Context: an optimization exercise on an open-source flow, tuned for small area, a short achievable clock period and few clock cycles per item. The choices shown serve that exercise and are no tape-out recipe. Function was checked by simulation only, so behaviour that the tests miss may differ from the original. No activity file was given, so power comes from the tool's default toggle rates.

`design/flow/config.mk`:
```
export PLATFORM = sky130hd
export DESIGN_NAME = synapse_weight_updater
export DESIGN_NICKNAME = synapse_weight_updater
export VERILOG_FILES = /design/flow/design.v
export SDC_FILE = /design/flow/constraint.sdc
export NUM_CORES = 4
export LEC_CHECK = 0
export CAP_MARGIN = 20
export CORE_MARGIN = 2
export CORE_UTILIZATION = 50
export CTS_CLUSTER_DIAMETER = 100
export CTS_CLUSTER_SIZE = 25
export SETUP_SLACK_MARGIN = 3.6
export SLEW_MARGIN = 20
```
`design/flow/constraint.sdc`:
```
create_clock -name core_clock -period 6.0 [get_ports {clk}]
set_input_delay 1.2000 -clock core_clock [delete_from_list [all_inputs] [get_ports {clk}]]
set_output_delay 1.2000 -clock core_clock [all_outputs]
set_load 0.01 [all_outputs]
```
`design/flow/design.v`:
```
package snn_pkg;
  localparam int WEIGHT_W = 8;
  localparam int ADDR_W   = 8;
  typedef logic [WEIGHT_W-1:0]        weight_t;
  typedef logic [ADDR_W-1:0]          addr_t;
  typedef logic signed [WEIGHT_W-1:0] delta_t;
  typedef enum logic [1:0] {
    ST_IDLE  = 2'd0,
    ST_READ  = 2'd1,
    ST_WRITE = 2'd2
  } upd_state_t;
  typedef struct packed {
    addr_t  addr;
    delta_t delta;
  } upd_req_t;
  localparam int REQ_W = ADDR_W + WEIGHT_W;   
  function automatic logic signed [WEIGHT_W+1:0] weight_sum(weight_t w, delta_t d);
    weight_sum = $signed({2'b00, w}) + $signed({{2{d[WEIGHT_W-1]}}, d});
  endfunction
endpackage
module stdp_update_fifo (
  input  logic       clk,
  input  logic       rst_n,
  input  logic       i_push,
  input  logic [7:0] i_addr,
  input  logic [7:0] i_delta,
  input  logic [7:0] i_hiA,      
  input  logic [7:0] i_loA,
  input  logic       i_appA,
  input  logic [5:0] i_addrB,    
  input  logic       i_appB,
  output logic       o_app,
  output logic       o_oor,
  output logic [7:0] o_hi,
  output logic [7:0] o_lo,
  output logic       o_hitA,
  output logic       o_hitB,
  output logic [7:0] o_delta
);
  always_ff @(posedge clk or negedge rst_n) begin
    if (!rst_n) begin
      o_app <= 1'b0;
      o_oor <= 1'b0;
    end else begin
      o_app <= i_push && (i_addr[7:6] == 2'b00);
      o_oor <= i_push && (i_addr[7:6] != 2'b00);
    end
  end
  always_ff @(posedge clk) begin
    for (int j = 0; j < 8; j++) begin
      o_hi[j] <= (i_addr[5:3] == 3'(j));
      o_lo[j] <= (i_addr[2:0] == 3'(j));
    end
    o_hitA  <= i_appA && i_hiA[i_addr[5:3]] && i_loA[i_addr[2:0]];
    o_hitB  <= i_appB && (i_addrB == i_addr[5:0]);
    o_delta <= i_delta;
  end
endmodule
module synapse_weight_updater #(
  parameter int      N_SYN       = 64,
  parameter int      FIFO_DEPTH  = 4,
  parameter logic [snn_pkg::WEIGHT_W-1:0] INIT_WEIGHT = 8'd128,
  parameter logic [snn_pkg::WEIGHT_W-1:0] W_MIN       = 8'd0,
  parameter logic [snn_pkg::WEIGHT_W-1:0] W_MAX       = 8'd255
) (
  input  logic                           clk,
  input  logic                           rst_n,
  input  logic                           upd_valid,
  output logic                           upd_ready,
  input  snn_pkg::addr_t                 upd_addr,
  input  snn_pkg::delta_t                upd_delta,
  input  snn_pkg::addr_t                 rd_addr,
  output snn_pkg::weight_t               rd_data,
  output logic                           busy,
  output logic [31:0]                    applied_count,
  output logic [31:0]                    sat_count,
  output logic [31:0]                    oor_count
);
  snn_pkg::weight_t r_mem [N_SYN];
  logic             r1_app;
  logic             r1_oor;
  logic [7:0]       r1_hi;
  logic [7:0]       r1_lo;
  logic             r1_hit2;    
  logic             r1_hit3;    
  logic [7:0]       r1_delta;
  logic             r2_app;
  logic             r2_oor;
  logic [5:0]       r2_addr;
  logic [7:0]       r2_delta;
  logic [7:0]       r2_old;
  logic             r3_app;
  logic             r3_oor;
  logic             r3_sat;     
  logic [7:0]       r3_hi;      
  logic [7:0]       r3_lo;
  logic [7:0]       r3_new;
  logic             r_busy;
  logic [5:0]       w_addr1;
  logic [7:0]       w_old1;
  logic [8:0]       w_sum;
  logic [7:0]       w_newW;
  logic             w_satHi;
  stdp_update_fifo u_fifo (
    .clk     (clk),
    .rst_n   (rst_n),
    .i_push  (upd_valid),
    .i_addr  (upd_addr),
    .i_delta (upd_delta),
    .i_hiA   (r1_hi),
    .i_loA   (r1_lo),
    .i_appA  (r1_app),
    .i_addrB (r2_addr),
    .i_appB  (r2_app),
    .o_app   (r1_app),
    .o_oor   (r1_oor),
    .o_hi    (r1_hi),
    .o_lo    (r1_lo),
    .o_hitA  (r1_hit2),
    .o_hitB  (r1_hit3),
    .o_delta (r1_delta)
  );
  assign upd_ready = 1'b1;
  assign busy      = r_busy;
  always_comb begin
    w_old1 = '0;
    for (int j = 0; j < 8; j++) begin
      logic [7:0] row;
      row = '0;
      for (int k = 0; k < 8; k++) row |= {8{r1_lo[k]}} & r_mem[8*j+k];
      w_old1 |= {8{r1_hi[j]}} & row;
    end
    w_old1 ^= INIT_WEIGHT;
    w_addr1 = '0;
    for (int j = 0; j < 8; j++) begin
      w_addr1[5:3] |= {3{r1_hi[j]}} & 3'(j);
      w_addr1[2:0] |= {3{r1_lo[j]}} & 3'(j);
    end
  end
  assign w_sum = {1'b0, r2_old} + {1'b0, r2_delta};
  always_comb begin
    w_newW  = w_sum[7:0];
    w_satHi = 1'b0;
    if (r2_delta[7]) begin
      if (!w_sum[8]) w_newW = W_MIN;
    end else if (w_sum[8]) begin
      w_newW  = W_MAX;
      w_satHi = 1'b1;
    end
  end
  always_ff @(posedge clk or negedge rst_n) begin
    if (!rst_n) begin
      r2_app <= 1'b0;
      r2_oor <= 1'b0;
      r3_app <= 1'b0;
      r3_oor <= 1'b0;
      r3_sat <= 1'b0;
      r_busy <= 1'b0;
    end else begin
      r2_app <= r1_app;
      r2_oor <= r1_oor;
      r3_app <= r2_app;
      r3_oor <= r2_oor;
      r3_sat <= r2_app && w_satHi;
      r_busy <= upd_valid || r1_app || r1_oor || r2_app || r2_oor;
    end
  end
  always_ff @(posedge clk) begin
    r2_addr  <= w_addr1;
    r2_delta <= r1_delta;
    if (r1_hit2)      r2_old <= w_newW;
    else if (r1_hit3) r2_old <= r3_new;
    else              r2_old <= w_old1;
    for (int j = 0; j < 8; j++) begin
      r3_hi[j] <= r2_app && (r2_addr[5:3] == 3'(j));
      r3_lo[j] <= (r2_addr[2:0] == 3'(j));
    end
    r3_new   <= w_newW;
  end
  always_ff @(posedge clk or negedge rst_n) begin
    if (!rst_n) begin
      applied_count <= '0;
      sat_count     <= '0;
      oor_count     <= '0;
    end else begin
      applied_count <= applied_count + 32'(r3_app);
      sat_count     <= sat_count + 32'(r3_sat);
      oor_count     <= oor_count + 32'(r3_oor);
    end
  end
  always_ff @(posedge clk or negedge rst_n) begin
    if (!rst_n) begin
      for (int i = 0; i < N_SYN; i++) r_mem[i] <= '0;
      rd_data <= '0;
    end else begin
      for (int i = 0; i < N_SYN; i++)
        if (r3_hi[i/8] && r3_lo[i%8]) r_mem[i] <= r3_new ^ INIT_WEIGHT;
      rd_data <= (rd_addr[7:6] == 2'b00) ? (r_mem[rd_addr[5:0]] ^ INIT_WEIGHT) : '0;
    end
  end
endmodule
```
`design/flow/run.sh`:
```
#!/bin/bash
# synth_recipe.tcl (not shown) runs the flow's synth.tcl, then flattens the netlist and writes it again
# the make line also repeats each setting of config.mk as NAME=value (left out here)
make -C /OpenROAD-flow-scripts/flow DESIGN_CONFIG=/design/flow/config.mk WORK_HOME=/design/flow/orfs CLKGATE_MAP_FILE= SYNTH_SCRIPT=/design/flow/synth_recipe.tcl finish
```
==> results_dict.tcl, run 1 <==
set metrics [dict create \
    status "timing/DRC/antenna clean" \
    comb_power_share 0.200 \
    placed_cells 4132 \
    grt_pass1_wl_mm 249 \
    worstPathArrival_ns 3.62 \
    ff2ff_path_depth 7 \
    place_ws_ns 1.48 \
    yosysWarnings 3 \
    rr_endpoint "r2_old[3]$_DFF_P_" \
    drtIter0Drc 6534 \
    reg2reg_slack_ns 2.89 \
    critPathBufInv 2 \
    path_cells "buf_12 > buf_6 > a22oi_2 > nand4_1 > a222oi_1 > nand4_1 > a22o_1" \
    cp-endpoint "r2_old[3]$_DFF_P_" \
    finalClockSkew_ns 0.0236 \
    cts_made_buffers 37 \
    dr.pass1.iters 12 \
    p_switching_mw 4.37 \
    finalPower_mw 11.5 \
    power_frac_seq 0.551 \
    max_cap_violations 0 \
    setup_viol 0 \
    finalNonFillerCells 4471 \
    slew_headroom 0.163 \
    min_period_ns 3.11 \
    grt_usage 0.548 \
    max_stage_delay_ns 0.70 \
    cts_tree "built" \
    rsz0062_at_grt "true" \
    vias 33300 \
    mappedNetlistArea_sq_um 31900 \
    dp_hpwl_mm 125 \
    num_rows 92 \
    postSynthNetCount 3436 \
    clkSinkCount 696 \
    grt_overflow 0 \
    hp-class "reg -> reg" \
    crit_top_cell "nand4_1" \
    synth_cells 3394 \
    p_sw_frac 0.381 \
    n_fill_cell 5165 \
    wl_per_cell_um 41.1 \
    num_io_pins 133 \
    slew_viol_final 0 \
    worst-setup-path-type "reg -> reg" \
    die_width_um 256 \
    tightest_slew_ns 1.25 \
    ys.flop_type "dfrtp_1" \
    power.leakage_nw 17.5 \
    clockRootBuffer "clkbuf_16" \
    ant_nets 0 \
    gp_congestion 1.16 \
    path_depth 7 \
    clock_power_share 0.249 \
    async_reset_ff_frac 0.897 \
    p_int_mw 7.12 \
    fin_tns_setup_ns 0 \
    antenna_found_initial 19 \
    core_area_sq_um 63100 \
    grt_pass1_vias 30400 \
    synth_edf_count 0 \
    route.detailed.drc 0 \
    areaGrowthSynthToFinish_pct 20.9 \
    synth_cell_types 56 \
    ys_seq_area_frac 0.535 \
    whs_ns 0.336 \
    end_kind "flip-flop" \
    setup_ws_ns 2.89 \
    cp_top_family "compound AO/OA/AOI/OAI gates" \
    clk_pin_slew_ns 0.10 \
    slowest_stage "a222oi_1" \
    period_share 0.518 \
    htreeDepth 2 \
    setup.worst_path.start "u_fifo.o_lo[6]$_DFF_P_" \
    ys_ff_latch 696 \
    drt-total-wl_mm 184 \
    peakVddDrop_mv 0.366 \
    via_per_inst 7.46 \
    r2r-start "u_fifo.o_lo[6]$_DFF_P_" \
    insertion_delay_ns 0.62 \
    die_area_sq_um 65800 \
    grt_max_degree 145 \
    critPathRequiredTime_ns 6.51 \
    cp-start-kind "flip-flop" \
    finalHoldViolCount 0 \
    path_max_fanout 3 \
    final_nets 3625 \
    dieHeight_um 256 \
    fmaxAchievable_mhz 322 \
    drive_above_1_share 0.203 \
    p_per_area_nw_per_um2 298 \
    clk_path_buf_depth 3 \
    portBuffers 131 \
    syn-mean-instance-area_sq_um 9.39 \
    start_util 0.505 \
    hold_buffers 0 \
]
[flip-flops by register name, summed over array words and instances, names as in the netlist, 6 cells and up]
register / count
r2_old: 8
r2_addr: 6
oor_count: 32
u_fifo.o_lo: 8
r_mem: 512
r3_new: 8
rd_data: 8
sat_count: 32
applied_count: 32
u_fifo.o_delta: 8
r2_delta: 8
r3_lo: 8
r3_hi: 8
u_fifo.o_hi: 8
[cell usage in the layout (no fill, tap or decap), types with 21 or more instances in the layout]
master | Yosys | final
a32oi_1 | 96 | 76
buf_6 | 2 | 54
clkbuf_16 | 0 | 38
a22oi_1 | 311 | 283
nor2_1 | 40 | 34
buf_2 | 15 | 99
nand2_1 | 628 | 626
nand3_2 | 0 | 23
a22oi_2 | 0 | 28
diode_2 | 0 | 23
nand3_1 | 190 | 165
buf_12 | 0 | 25
dfrtp_1 | 624 | 617
xnor2_1 | 64 | 64
xor2_1 | 37 | 37
a21oi_1 | 26 | 23
nand4_1 | 137 | 137
dfxtp_1 | 72 | 59
o21ai_0 | 521 | 521
and3_1 | 90 | 69
and3_4 | 0 | 21
buf_4 | 2 | 237
[Yosys cell counts, types with 22 or more instances]
| cell type | n | area share |
|---|---|---|
| a21oi_1 | 26 | 0.0041 |
| a22oi_1 | 311 | 0.073 |
| a32oi_1 | 96 | 0.026 |
| and3_1 | 90 | 0.018 |
| buf_1 | 22 | 0.0026 |
| clkbuf_1 | 275 | 0.032 |
| dfrtp_1 | 624 | 0.49 |
| dfxtp_1 | 72 | 0.045 |
| nand2_1 | 628 | 0.074 |
| nand3_1 | 190 | 0.030 |
| nand4_1 | 137 | 0.027 |
| nor2_1 | 40 | 0.0047 |
| nor3_1 | 22 | 0.0035 |
| o21ai_0 | 521 | 0.082 |
| xnor2_1 | 64 | 0.018 |
| xor2_1 | 37 | 0.010 |
[power groups by stage]
| stage | Sequential [mW] | Clock, mW | Combinational [mW] |
|---|---|---|---|
| 2_1_floorplan | 5.66 | 0 | 1.08 |
| 3_3_place_gp | 6.24 | 0 | 1.86 |
| 3_5_place_dp | 6.24 | 0 | 1.94 |
| 4_1_cts | 6.15 | 2.84 | 2.12 |
| 5_1_grt | 6.24 | 3.01 | 2.40 |
| 6_report | 6.33 | 2.87 | 2.30 |
[area by class of cell]
type | instances | area (sq um) | area share
clock inverter | 9 | 145 | 0.00377
clock buffer | 49 | 971 | 0.0252
sequential | 696 | 17100 | 0.444
antenna | 23 | 57.6 | 0.00149
multi-input combinational | 2372 | 15000 | 0.389
timing repair buffer | 461 | 4150 | 0.108
tap | 846 | 1060 | 0.0275
inverter | 15 | 56.3 | 0.00146
[worst min-delay path by stage]
stage                                    from                  end  slack [ns]  cells past startpoint
finish              u_fifo.o_delta[0]$_DFF_P_  r2_delta[0]$_DFF_P_        0.34                      0
global placement    u_fifo.o_delta[0]$_DFF_P_  r2_delta[0]$_DFF_P_        0.31                      0
CTS                 u_fifo.o_delta[0]$_DFF_P_  r2_delta[0]$_DFF_P_        0.33                      0
detailed placement  u_fifo.o_delta[7]$_DFF_P_  r2_delta[7]$_DFF_P_        0.32                      0
global route        u_fifo.o_delta[0]$_DFF_P_  r2_delta[0]$_DFF_P_        0.34                      0
floorplan           u_fifo.o_delta[0]$_DFF_P_  r2_delta[0]$_DFF_P_        0.31                      0
[cells by family after synthesis]
group | count (synthesis) | share of synthesized area
simple gates | 1217 | 0.183
compound gates | 1021 | 0.203
flops | 696 | 0.535
buf+inv | 331 | 0.0403
xor+xnor | 101 | 0.0278
fa+ha+maj | 21 | 0.00801
mux | 6 | 0.00345
other cells | 1 | 0.000118
[timing repair]
item	4_1_cts	5_1_grt
setup endpoints to repair	134	44
gates resized for setup	717	109
pin swaps	97	81
buffers inserted	186	48
cloned	17	3
[per-layer routing]
layer,track usage,share of wire
met1,0.672,0.35
met2,0.744,0.39
met3,0.265,0.16
met4,0.396,0.11
met5,0.0453,0.0020
[through the flow]
stage	utilization	area, sq um
6_report	0.611	38500
4_1_cts	0.596	37600
3_5_place_dp	0.541	34100
2_1_floorplan	-	32500
5_1_grt	0.610	38500
3_3_place_gp	0.541	34100
Testbench counts, summed over its fixed seeds: cycles 4,824, items 4,800.
==> run 2: changes to the inputs <==
--- a/design/flow/config.mk
+++ b/design/flow/config.mk
@@ -11,4 +11,4 @@
 export CTS_CLUSTER_DIAMETER = 100
 export CTS_CLUSTER_SIZE = 25
-export SETUP_SLACK_MARGIN = 3.6
+export SETUP_SLACK_MARGIN = 3.9
 export SLEW_MARGIN = 20
==> run 2 against run 1 <==
Compared with the run above: still clean; area after synthesis did not move; flip-flop and latch count did not move; clock power up 2%; via count up 3.0%; worst setup slack better by 0.089 ns; clock skew grew 0.013 ns; core utilization up 1.9 points; fmax rose by 3.0%; die area did not move; total power up 2.6%; synthesized cell count is the same; critical endpoint is now rd_data[7]$_DFF_PN0_; highest routed layer unchanged.
==> results_dict.tcl, run 2 <==
set metrics [dict create \
    status "timing/DRC/antenna clean" \
    period_share 0.503 \
    final_nets 3674 \
    holdPathEnd "r2_delta[7]$_DFF_P_" \
    worst-setup-path-type "in -> reg" \
    worstPathArrival_ns 3.56 \
    p_per_area_nw_per_um2 297 \
    dr_wl_met3_mm 31.4 \
    synth_area_leaders "dfrtp_1 (49%), o21ai_0 (8.2%), nand2_1 (7.4%)" \
    tightest_slew_ns 1.07 \
    yosysWarnings 3 \
    vias 34400 \
    yosys-top-cells-count "nand2_1 (628), dfrtp_1 (624), o21ai_0 (521), a22oi_1 (311), clkbuf_1 (275)" \
    reg2reg_slack_ns 3.06 \
    cp-start-kind "input port" \
    portBuffers 131 \
    min_from "u_fifo.o_delta[7]$_DFF_P_" \
    dp_hpwl_mm 130 \
    top_register "r_mem" \
    layout_commonest_cell "nand2_1" \
    clkSinkCount 696 \
    htreeDepth 2 \
    finalClockSkew_ns 0.0363 \
    ant_nets 0 \
    ys_seq_area_frac 0.535 \
    rr_endpoint "r2_old[6]$_DFF_P_" \
    hp-class "reg -> reg" \
    via_per_inst 7.61 \
    yosysTopAreaCellShare 0.490 \
    cts_tree "built" \
    mappedNetlistArea_sq_um 31900 \
    dr.pass1.iters 13 \
    place_ws_ns 0.751 \
    fmaxAchievable_mhz 331 \
    largest_reg_flops 512 \
    setup_ws_ns 2.98 \
    synth_edf_count 0 \
    max_cap_violations 0 \
    critPathRequiredTime_ns 6.54 \
    dieHeight_um 256 \
    ys.flop_type "dfrtp_1" \
    final_cell_mix "nand2_1 (627), dfrtp_1 (617), o21ai_0 (519)" \
    grt_max_degree 151 \
    r2r-start "u_fifo.o_lo[5]$_DFF_P_" \
    grt_pass1_wl_mm 254 \
    grt_usage 0.558 \
    synth_cells 3394 \
    die_area_sq_um 65800 \
    ys_ff_latch 696 \
    post-synth-top-count-cell "nand2_1" \
    drt-total-wl_mm 193 \
    ff2ff_path_depth 7 \
    power.leakage_nw 18.0 \
    start_util 0.505 \
    clk_pin_slew_ns 0.10 \
    wl_met2_mm 75.5 \
    drive_above_1_share 0.231 \
    wl_met1_mm 64.7 \
    syn-mean-instance-area_sq_um 9.39 \
    holdPathStages 0 \
    wl_per_cell_um 42.8 \
    synth_top_area_cell "dfrtp_1" \
    slew_viol_final 0 \
    postSynthNetCount 3436 \
    clk_path_buf_depth 3 \
    drtIter0Drc 6515 \
    grt_overflow 0 \
    core_area_sq_um 63100 \
    insertion_delay_ns 0.62 \
    cts_made_buffers 37 \
    min_period_ns 3.02 \
    fin_tns_setup_ns 0 \
    antenna_found_initial 29 \
    synth_cell_types 56 \
    route.detailed.drc 0 \
    n_fill_cell 4826 \
    areaGrowthSynthToFinish_pct 24.6 \
    clockRootBuffer "clkbuf_16" \
    slew_headroom 0.283 \
    finish.utilization 0.630 \
    grt_pass1_vias 31300 \
    finalHoldViolCount 0 \
    async_reset_ff_frac 0.897 \
    end_kind "flip-flop" \
    highest_layer "met5" \
    rsz0062_at_grt "true" \
    setup_viol 0 \
    num_rows 92 \
    num_io_pins 133 \
    peakVddDrop_mv 0.464 \
    die_width_um 256 \
    gp_congestion 1.16 \
    path_max_fanout 15 \
]
==> run 2: cell counts after synthesis <==
Identical to the previous run, type by type.
==> run 2: stage by stage <==
step	instance area, sq um	cells	hold WS (ns)	power (mW)
floorplan	32500	3394	0.310	6.74
global placement	34100	4128	0.310	8.07
detailed placement	34100	4128	0.315	8.16
CTS	38300	4412	0.333	11.2
global route	39700	4502	0.344	11.9
finish	39700	4516	0.332	11.8
==> run 2: layer usage <==
layer	up-vias	GRT usage
met5	-	0
met4	34	0.412
li1	12900	-
met2	3572	0.767
met1	16700	0.672
met3	1187	0.278
==> run 2: repair_timing <==
action,in CTS,in global routing
buffers inserted,209,85
gates resized for setup,836,146
gates cloned,12,4
setup endpoints to repair,407,423
pin swaps,118,106
hold buffers,0,0
==> run 2: critical path: stages <==
cell     delay [ns]
buf_12         0.11
and4_4         0.30
and2_2         0.37
a22oi_1        0.21
nand4_1        0.41
nor4_4         0.66
a22o_1         0.25
==> run 2: where the power goes <==
group	leakage [nW]	switching, mW	internal, mW	total [mW]
combinational	10.5	1.71	0.809	2.52
sequential	6.88	1.13	5.22	6.35
clock	0.541	1.72	1.21	2.92
total	18.0	4.55	7.24	11.8
==> run 2: cells by family after synthesis <==
group                      count (synthesis)  share of synthesized area
DFF                                      696                      0.535
other                                      1                   0.000118
muxes                                      6                    0.00345
buffers and inverters                    331                     0.0403
and+or+nand+nor                         1217                      0.183
adders and majority gates                 21                    0.00801
xor gates and xnor gates                 101                     0.0278
AOI/OAI and AO/OA                       1021                      0.203
==> run 2: worst max-delay path by stage <==
stage	start	slack (ns)	to
after floorplan	rd_addr[1]	3.11	rd_data[7]$_DFF_PN0_
after global placement	rd_addr[1]	0.79	rd_data[7]$_DFF_PN0_
after detailed placement	rd_addr[0]	0.75	rd_data[7]$_DFF_PN0_
after CTS	rd_addr[0]	3.30	rd_data[7]$_DFF_PN0_
after global routing	rd_addr[2]	3.08	rd_data[7]$_DFF_PN0_
final	rd_addr[2]	2.98	rd_data[7]$_DFF_PN0_
==> run 2: cell type report <==
cell class,instances,area [sq um],share of cell area
clock inverter,10,145,0.00365
inverter,15,56.3,0.00142
tap,846,1060,0.0267
multi-input combinational,2370,15400,0.388
antenna,14,35.0,0.000882
sequential,696,17100,0.431
timing repair buffer,512,4930,0.124
clock buffer,53,986,0.0248

[port drivers added, routing unchanged]
In the flow no input, the clock included, has a driving cell. The finished layouts below were timed again as built, in two steps. Step 1 (the two cells are an assumption about what drives the block):
set clk [get_ports {clk}]
set_driving_cell -lib_cell sky130_fd_sc_hd__clkbuf_16 $clk
set_driving_cell -lib_cell sky130_fd_sc_hd__buf_2 [delete_from_list [all_inputs] $clk]
Step 2 also shifts input and output timing later by t, the mid clock arrival at the registers, as if the neighbouring blocks saw the same clock. Three values: no drivers, after step 1, after step 2; two values: the first two.
| run | t (ns) | setup slack, ns | pins driven straight from the clock port |
|---|---|---|---|
| run 1 | 0.677 | 2.893 / 2.893 / 2.512 | 1 |
| run 2 | 0.672 | 2.982 / 2.916 / 2.244 | 1 |
After both steps setup and hold are still met in every run listed. For run 2, which loses most, drivers alone change the setup slack by -0.066 ns; drivers and shift together by -0.738 ns.
